This design comes from an exercise in tuning for small area on the open sky130 flow, not from production work.
Only simulation tests tie the RTL to the original design; equivalence was not proved.
No driver is modelled on the clock port, so clocking that relies on it looks cheaper here than on a real chip.
Power is estimated from default activity; no workload was simulated.

Design mips_multicycle_core, start of the top module:
module mips_multicycle_core #(
  parameter int unsigned ADDR_W   = 10,
  parameter logic [31:0] RESET_PC = 32'h0000_0000,
  parameter int unsigned CNT_W    = 32
) (
  input  logic              clk,
  input  logic              rst,
  output logic              mem_req,
  output logic              mem_we,
  output logic [ADDR_W-1:0] mem_addr,
  output logic [31:0]       mem_wdata,
  input  logic [31:0]       mem_rdata,
  input  logic              mem_ready,
  input  logic [4:0]        dbg_reg_addr,
  output logic [31:0]       dbg_reg_data,
  output logic [31:0]       pc_out,
  output logic              halted,
  output logic [CNT_W-1:0]  instr_count
);
  localparam int NS = 32;
  localparam logic [4:0] SL_PC = 5'd0;
  localparam logic [5:0] OP_RTYPE = 6'h00, OP_J = 6'h02, OP_BEQ = 6'h04;
  localparam logic [5:0] OP_ADDI  = 6'h08, OP_LW = 6'h23, OP_SW = 6'h2B;
  localparam logic [5:0] FN_ADD = 6'h20, FN_SUB = 6'h22, FN_AND = 6'h24;
  localparam logic [5:0] FN_OR  = 6'h25, FN_SLT = 6'h2A;
  typedef enum logic [3:0] {
    S_CLR, S_FETCH0, S_FETCH, S_DEC, S_SH, S_WB, S_MEM, S_PCW, S_HALT1, S_HALT2, S_HALT
  } state_t;
  state_t           state;
  logic [NS*32-1:0] ring;      
  logic [4:0]       q;         
  logic [31:0]      cr;        
  logic             cc;        
  logic [31:0]      acc, ir;
  logic             cy;        
  logic             pcpass;    
  logic             pcinc_p, cntinc_p;
  logic [5:0] opc, fn;
  logic [4:0] rs, rt, rd;
  logic is_r, is_j, is_beq, is_lw, is_sw, is_mem, legal;
  logic f_sub, f_and, f_or, f_slt;
  assign opc = ir[31:26];
  assign fn  = ir[5:0];
  assign rs  = ir[25:21];
  assign rt  = ir[20:16];
  assign rd  = ir[15:11];
  assign is_r    = (opc == OP_RTYPE);
  assign is_j    = (opc == OP_J);
  assign is_beq  = (opc == OP_BEQ);
  assign is_lw   = (opc == OP_LW);
  assign is_sw   = (opc == OP_SW);
  assign is_mem  = is_lw | is_sw;
  assign f_sub   = (fn == FN_SUB);
  ...
Size: about 180 I/O pins, about 32,000 µm² of cells after synthesis.
export LEC_CHECK = 0
export CAP_MARGIN = 12
export CORE_MARGIN = 2
export CORE_UTILIZATION = 65
export PLACE_DENSITY = 0.75
export SLEW_MARGIN = 12
export SYNTH_HIERARCHICAL = 1
export SYNTH_MINIMUM_KEEP_SIZE = 0
create_clock -name core_clock -period 10.0 [get_ports {clk}]
standard.sh (not shown) runs the stock make flow with config.mk's settings and CLKGATE_MAP_FILE= SYNTH_SCRIPT=/design/flow/synth_recipe.tcl, a recipe that flattens the netlist after the stock synthesis.
==> flow/flow/run.sh <==
#!/bin/bash
set -e
export BUFFER_PORTS_ARGS="-buffer_cell sky130_fd_sc_hd__buf_1"
export CTS_ARGS="-sink_clustering_enable -repair_clock_nets -dont_use_dummy_load -sink_clustering_size 18 -sink_clustering_max_diameter 90 -buf_list sky130_fd_sc_hd__clkbuf_8"
bash standard.sh cts > standard_cts.log 2>&1
openroad -no_init -exit flow/resize.tcl > resize.log 2>&1
bash standard.sh > standard_finish.log 2>&1
Other scripts of this flow, unchanged in this note and not shown: flow/flow/downsize.tcl, flow/flow/resize.tcl
==> next run, changes <==
==> flow/flow/run.sh (replaced) <==
#!/bin/bash
set -e
export BUFFER_PORTS_ARGS="-buffer_cell sky130_fd_sc_hd__buf_1"
export CTS_ARGS="-sink_clustering_enable -repair_clock_nets -dont_use_dummy_load -sink_clustering_size 18 -sink_clustering_max_diameter 60 -buf_list sky130_fd_sc_hd__clkbuf_8"
bash standard.sh cts > standard_cts.log 2>&1
openroad -no_init -exit flow/resize.tcl > resize.log 2>&1
bash standard.sh > standard_finish.log 2>&1
- CAP_MARGIN: 12 -> 20
- CTS_BUF_LIST: not set -> sky130_fd_sc_hd__clkbuf_8
- CTS_CLUSTER_DIAMETER: not set -> 60
- CTS_CLUSTER_SIZE: not set -> 14
- SLEW_MARGIN: 12 -> 20
What happened: The new run ran to the end with no violations; utilization grows by 0.19 points; non-clock buffer count increases by 3; via count falls by 0.71%; global-route usage is about the same; routed wire length barely changes; power hardly moves; cell count is about the same; sequential cell count does not change; final area hardly moves; sequential power is about the same.
==> next run, changes <==
==> flow/flow/run.sh (replaced) <==
#!/bin/bash
set -e
export BUFFER_PORTS_ARGS="-buffer_cell sky130_fd_sc_hd__buf_1"
export CTS_ARGS="-sink_clustering_enable -repair_clock_nets -dont_use_dummy_load -sink_clustering_size 18 -sink_clustering_max_diameter 130 -buf_list sky130_fd_sc_hd__clkbuf_8"
bash standard.sh cts > standard_cts.log 2>&1
openroad -no_init -exit flow/resize.tcl > resize.log 2>&1
bash standard.sh > standard_finish.log 2>&1
Effect: Design area is about the same; fmax drops by 0.55%; wire length barely changes; clock-buffer cell count drops by 2.
==> next run, changes <==
==> flow/flow/run.sh (replaced) <==
#!/bin/bash
set -e
export BUFFER_PORTS_ARGS="-buffer_cell sky130_fd_sc_hd__buf_1"
export CTS_ARGS="-sink_clustering_enable -repair_clock_nets -dont_use_dummy_load -sink_clustering_size 34 -sink_clustering_max_diameter 60 -buf_list sky130_fd_sc_hd__clkbuf_16"
bash standard.sh cts > standard_cts.log 2>&1
openroad -no_init -exit flow/resize.tcl > resize.log 2>&1
bash standard.sh > standard_finish.log 2>&1
Effect: The changed run finished with timing, DRC and antenna clean. Final cell count falls by 0.75%. Die area stays the same. Non-clock buffer count came out higher by 3. Clock skew grows by 0.0080 ns. Maximum frequency stays flat. Core utilization is higher by 0.53 points. Sequential share of layout area went down by 0.51 points. Design area goes up by 0.75%.

Another version of the RTL of mips_multicycle_core (not shown whole).
For scale: roughly 1100 flip-flops, ~180 I/O pins.
clock: 10.0 ns
lec_check: 0
cap_margin: 20
core_margin: 2
core_utilization: 65
cts_buf_list: sky130_fd_sc_hd__clkbuf_8
cts_cluster_diameter: 60
cts_cluster_size: 14
place_density: 0.75
slew_margin: 20
synth_hierarchical: 1
synth_minimum_keep_size: 0
==> flow/flow/run.sh <==
#!/bin/bash
# The standard layout, with the port buffers made of the smallest buffer cell, clock tree
# synthesis without dummy loads, and one
# extra step after clock tree synthesis: gates with timing slack are downsized (OpenROAD's
# power recovery), then slew and capacitance are repaired again before routing.
set -e
export BUFFER_PORTS_ARGS="-buffer_cell sky130_fd_sc_hd__buf_1"
export CTS_ARGS="-sink_clustering_enable -repair_clock_nets -dont_use_dummy_load -sink_clustering_size 18 -sink_clustering_max_diameter 60 -buf_list sky130_fd_sc_hd__clkbuf_8"
bash standard.sh cts > standard_cts.log 2>&1
openroad -no_init -exit flow/resize.tcl > resize.log 2>&1
bash standard.sh > standard_finish.log 2>&1
==> flow/flow/resize.tcl <==
# Downsize gates that have slack after clock tree synthesis, then repair slew/cap again.
set pdir $::env(FLOW_HOME)/platforms/sky130hd
set rdir orfs/results/sky130hd/mips_multicycle_core/base
read_liberty $pdir/lib/sky130_fd_sc_hd__tt_025C_1v80.lib
read_db $rdir/4_cts.odb
read_sdc $rdir/4_cts.sdc
source $pdir/setRC.tcl
set_propagated_clock [all_clocks]
set_dont_use {sky130_fd_sc_hd__probe_p_8 sky130_fd_sc_hd__probec_p_8 sky130_fd_sc_hd__lpflow_*}
estimate_parasitics -placement
report_design_area
report_worst_slack -max
repair_timing -recover_power 100 -match_cell_footprint -verbose
report_design_area
repair_design -slew_margin 20 -cap_margin 20 -match_cell_footprint -verbose
repair_timing -setup_margin 0 -hold_margin 0 -match_cell_footprint -verbose
detailed_placement
check_placement -verbose
report_design_area
report_worst_slack -max
report_worst_slack -min
write_db $rdir/4_cts.odb
The baseline completed with no timing, DRC or antenna violations.
Then changed:
==> flow/flow/run.sh (replaced) <==
#!/bin/bash
set -e
export BUFFER_PORTS_ARGS="-buffer_cell sky130_fd_sc_hd__buf_1"
export CTS_ARGS="-sink_clustering_enable -repair_clock_nets -dont_use_dummy_load -sink_clustering_size 18 -sink_clustering_max_diameter 60 -buf_list sky130_fd_sc_hd__clkbuf_8"
bash standard.sh cts > standard_cts.log 2>&1
openroad -no_init -exit flow/resize.tcl > resize.log 2>&1
bash standard.sh > standard_finish.log 2>&1
==> flow/flow/downsize.tcl (new file) <==
# Replace each gate by the smallest drive strength of the same footprint that keeps the
# setup slack above a margin and adds no slew or capacitance violation.
proc ds_area {m} { return [expr {[$m getWidth] * [$m getHeight] / 1e6}] }
proc downsize_all {margin} {
  set db [ord::get_db]
  set block [ord::get_db_block]
  set n 0
  set saved 0.0
  set base_slew [sta::max_slew_violation_count]
  set base_cap [sta::max_capacitance_violation_count]
  foreach inst [$block getInsts] {
    set m [$inst getMaster]
    set ref [$m getName]
    if {![regexp {^(sky130_fd_sc_hd__[a-z0-9]+)_([0-9]+)$} $ref -> base drv]} { continue }
    if {[regexp {df|dl|clk|tap|fill|decap|conb|buf_1$|probe|lpflow} $ref]} { continue }
    if {[$inst isFixed]} { continue }
    set iname [$inst getName]
    foreach d {0 1 2 4 6 8} {
      if {$d >= $drv} { break }
      set cm [$db findMaster "${base}_$d"]
      if {$cm eq "NULL" || $cm eq ""} { continue }
      set lc [get_lib_cells -quiet "*/${base}_$d"]
      if {$lc eq ""} { continue }
      set a0 [ds_area $m]
      replace_cell [get_cells $iname] $lc
      if {[sta::worst_slack_cmd max] < $margin ||
          [sta::max_slew_violation_count] > $base_slew ||
          [sta::max_capacitance_violation_count] > $base_cap} {
        replace_cell [get_cells $iname] [get_lib_cells "*/$ref"]
      } else {
        incr n
        set saved [expr {$saved + $a0 - [ds_area $cm]}]
        break
      }
    }
  }
  puts "downsized $n instances, saved $saved um2"
}
==> flow/flow/resize.tcl (replaced) <==
# Runs after clock tree synthesis: downsize gates with slack, then legalize the placement.
set pdir $::env(FLOW_HOME)/platforms/sky130hd
set rdir orfs/results/sky130hd/mips_multicycle_core/base
read_liberty $pdir/lib/sky130_fd_sc_hd__tt_025C_1v80.lib
read_db $rdir/4_cts.odb
read_sdc $rdir/4_cts.sdc
source $pdir/setRC.tcl
set_propagated_clock [all_clocks]
estimate_parasitics -placement
report_design_area
report_worst_slack -max
source flow/downsize.tcl
downsize_all 0.5e-9
detailed_placement
check_placement -verbose
estimate_parasitics -placement
report_design_area
report_worst_slack -max
report_worst_slack -min
puts "slew violations [sta::max_slew_violation_count] cap violations [sta::max_capacitance_violation_count]"
write_db $rdir/4_cts.odb
Core utilization is lower by 1.2 points. Cell count does not change. Final area is lower by 1.7%. Die area is unchanged. Via count is higher by 0.59%. Clock-buffer cell count stays the same. Synthesized cell count does not change. Global-route usage is higher by 0.13 points. Setup slack gets worse by 0.14 ns. Clock power stays flat. Clock skew is lower by 0.0059 ns.
Then changed:
==> flow/flow/downsize.tcl (replaced) <==
# Replace each gate by the smallest-area variant of the same cell family (same function,
# other drive strength) that keeps the setup slack above a margin and adds no slew or
# capacitance violation.
proc ds_area {m} { return [expr {[$m getWidth] * [$m getHeight] / 1e6}] }
proc downsize_all {margin} {
  set db [ord::get_db]
  set block [ord::get_db_block]
  set n 0
  set saved 0.0
  set base_slew [sta::max_slew_violation_count]
  set base_cap [sta::max_capacitance_violation_count]
  foreach inst [$block getInsts] {
    set m [$inst getMaster]
    set ref [$m getName]
    if {![regexp {^(sky130_fd_sc_hd__[a-z0-9]+)_([0-9]+)$} $ref -> base drv]} { continue }
    if {[regexp {df|dl|clk|tap|fill|decap|conb|probe|lpflow} $ref]} { continue }
    if {[$inst isFixed]} { continue }
    set iname [$inst getName]
    set a0 [ds_area $m]
    # candidates of this family with a smaller area, smallest first
    set cands {}
    foreach d {0 1 2 3 4 6 8 12 16} {
      if {$d == $drv} { continue }
      set cm [$db findMaster "${base}_$d"]
      if {$cm eq "NULL" || $cm eq ""} { continue }
      if {[ds_area $cm] >= $a0} { continue }
      if {[get_lib_cells -quiet "*/${base}_$d"] eq ""} { continue }
      lappend cands [list [ds_area $cm] "${base}_$d"]
    }
    foreach c [lsort -real -index 0 $cands] {
      set cname [lindex $c 1]
      replace_cell [get_cells $iname] [get_lib_cells "*/$cname"]
      if {[sta::worst_slack_cmd max] < $margin ||
          [sta::max_slew_violation_count] > $base_slew ||
          [sta::max_capacitance_violation_count] > $base_cap} {
        replace_cell [get_cells $iname] [get_lib_cells "*/$ref"]
      } else {
        incr n
        set saved [expr {$saved + $a0 - [lindex $c 0]}]
        break
      }
    }
  }
  puts "downsized $n instances, saved $saved um2"
}
- CORE_UTILIZATION: 65 -> 75
- CTS_BUF_LIST: sky130_fd_sc_hd__clkbuf_8 -> not set
- CTS_CLUSTER_DIAMETER: 60 -> not set
- CTS_CLUSTER_SIZE: 14 -> not set
- PLACE_DENSITY: 0.75 -> 0.85
Register-to-register slack gains 0.03 ns.
Count of clock-buffer cells in the layout decreases by 1.
Cell count decreases by about 3.7%.
Total power increases by 0.77%.
Area after synthesis does not change.
Fmax increases by 1.7%.
Critical path depth does not change.
Worst setup slack gains 0.16 ns.
Then changed:
- CORE_UTILIZATION: 75 -> 65
- CTS_BUF_LIST: not set -> sky130_fd_sc_hd__clkbuf_8
- CTS_CLUSTER_DIAMETER: not set -> 60
- CTS_CLUSTER_SIZE: not set -> 14
- PLACE_DENSITY: 0.85 -> 0.75
Result: Area after synthesis stays the same. Power goes down slightly. Sequential share of layout area goes down by 0.21 points. Cell area hardly moves. Clock power hardly moves. First-iteration DRC count goes down by about a fifth. Clock skew goes down by 0.014 ns.

## re-timing with driven ports
Ports are ideal in the flow. The routed layouts listed here were re-timed in OpenROAD. Step 1 assumes that a clkbuf_16 drives the clock port and a buf_2 every other input. Step 2 moves the port delays by t, midway between the first and last clock arrival at a register: inputs arrive t later, outputs are due t later. That takes back most of the time a late clock gives input paths. Slacks: ideal / step 1 / step 2; pairs: ideal / step 1.
run	t, ns	setup WS [ns]	worst setup path at the end
the first run of note 1	0.748	0.434 / 0.373 / -0.210	input to register
the second run of note 1	0.735	0.743 / 0.737 / 0.049	input to register
the third run of note 1	0.744	0.692 / 0.631 / 0.040	input to register
the fourth run of note 1	0.676	0.684 / 0.727 / 0.051	input to register
the first run of note 2	0.736	0.615 / 0.559 / 0.607	input to register
the second run of note 2	0.730	0.471 / 0.416 / 0.350	input to register
the third run of note 2	0.704	0.630 / 0.574 / 0.305	input to register
the fourth run of note 2	0.734	0.579 / 0.525 / 0.462	input to register
Met with ideal ports but missed after step 2: setup timing in the first run of note 1. The setup slack of the second run of note 1, which loses most, moves by -0.006 ns with the drivers and by -0.694 ns with both steps.
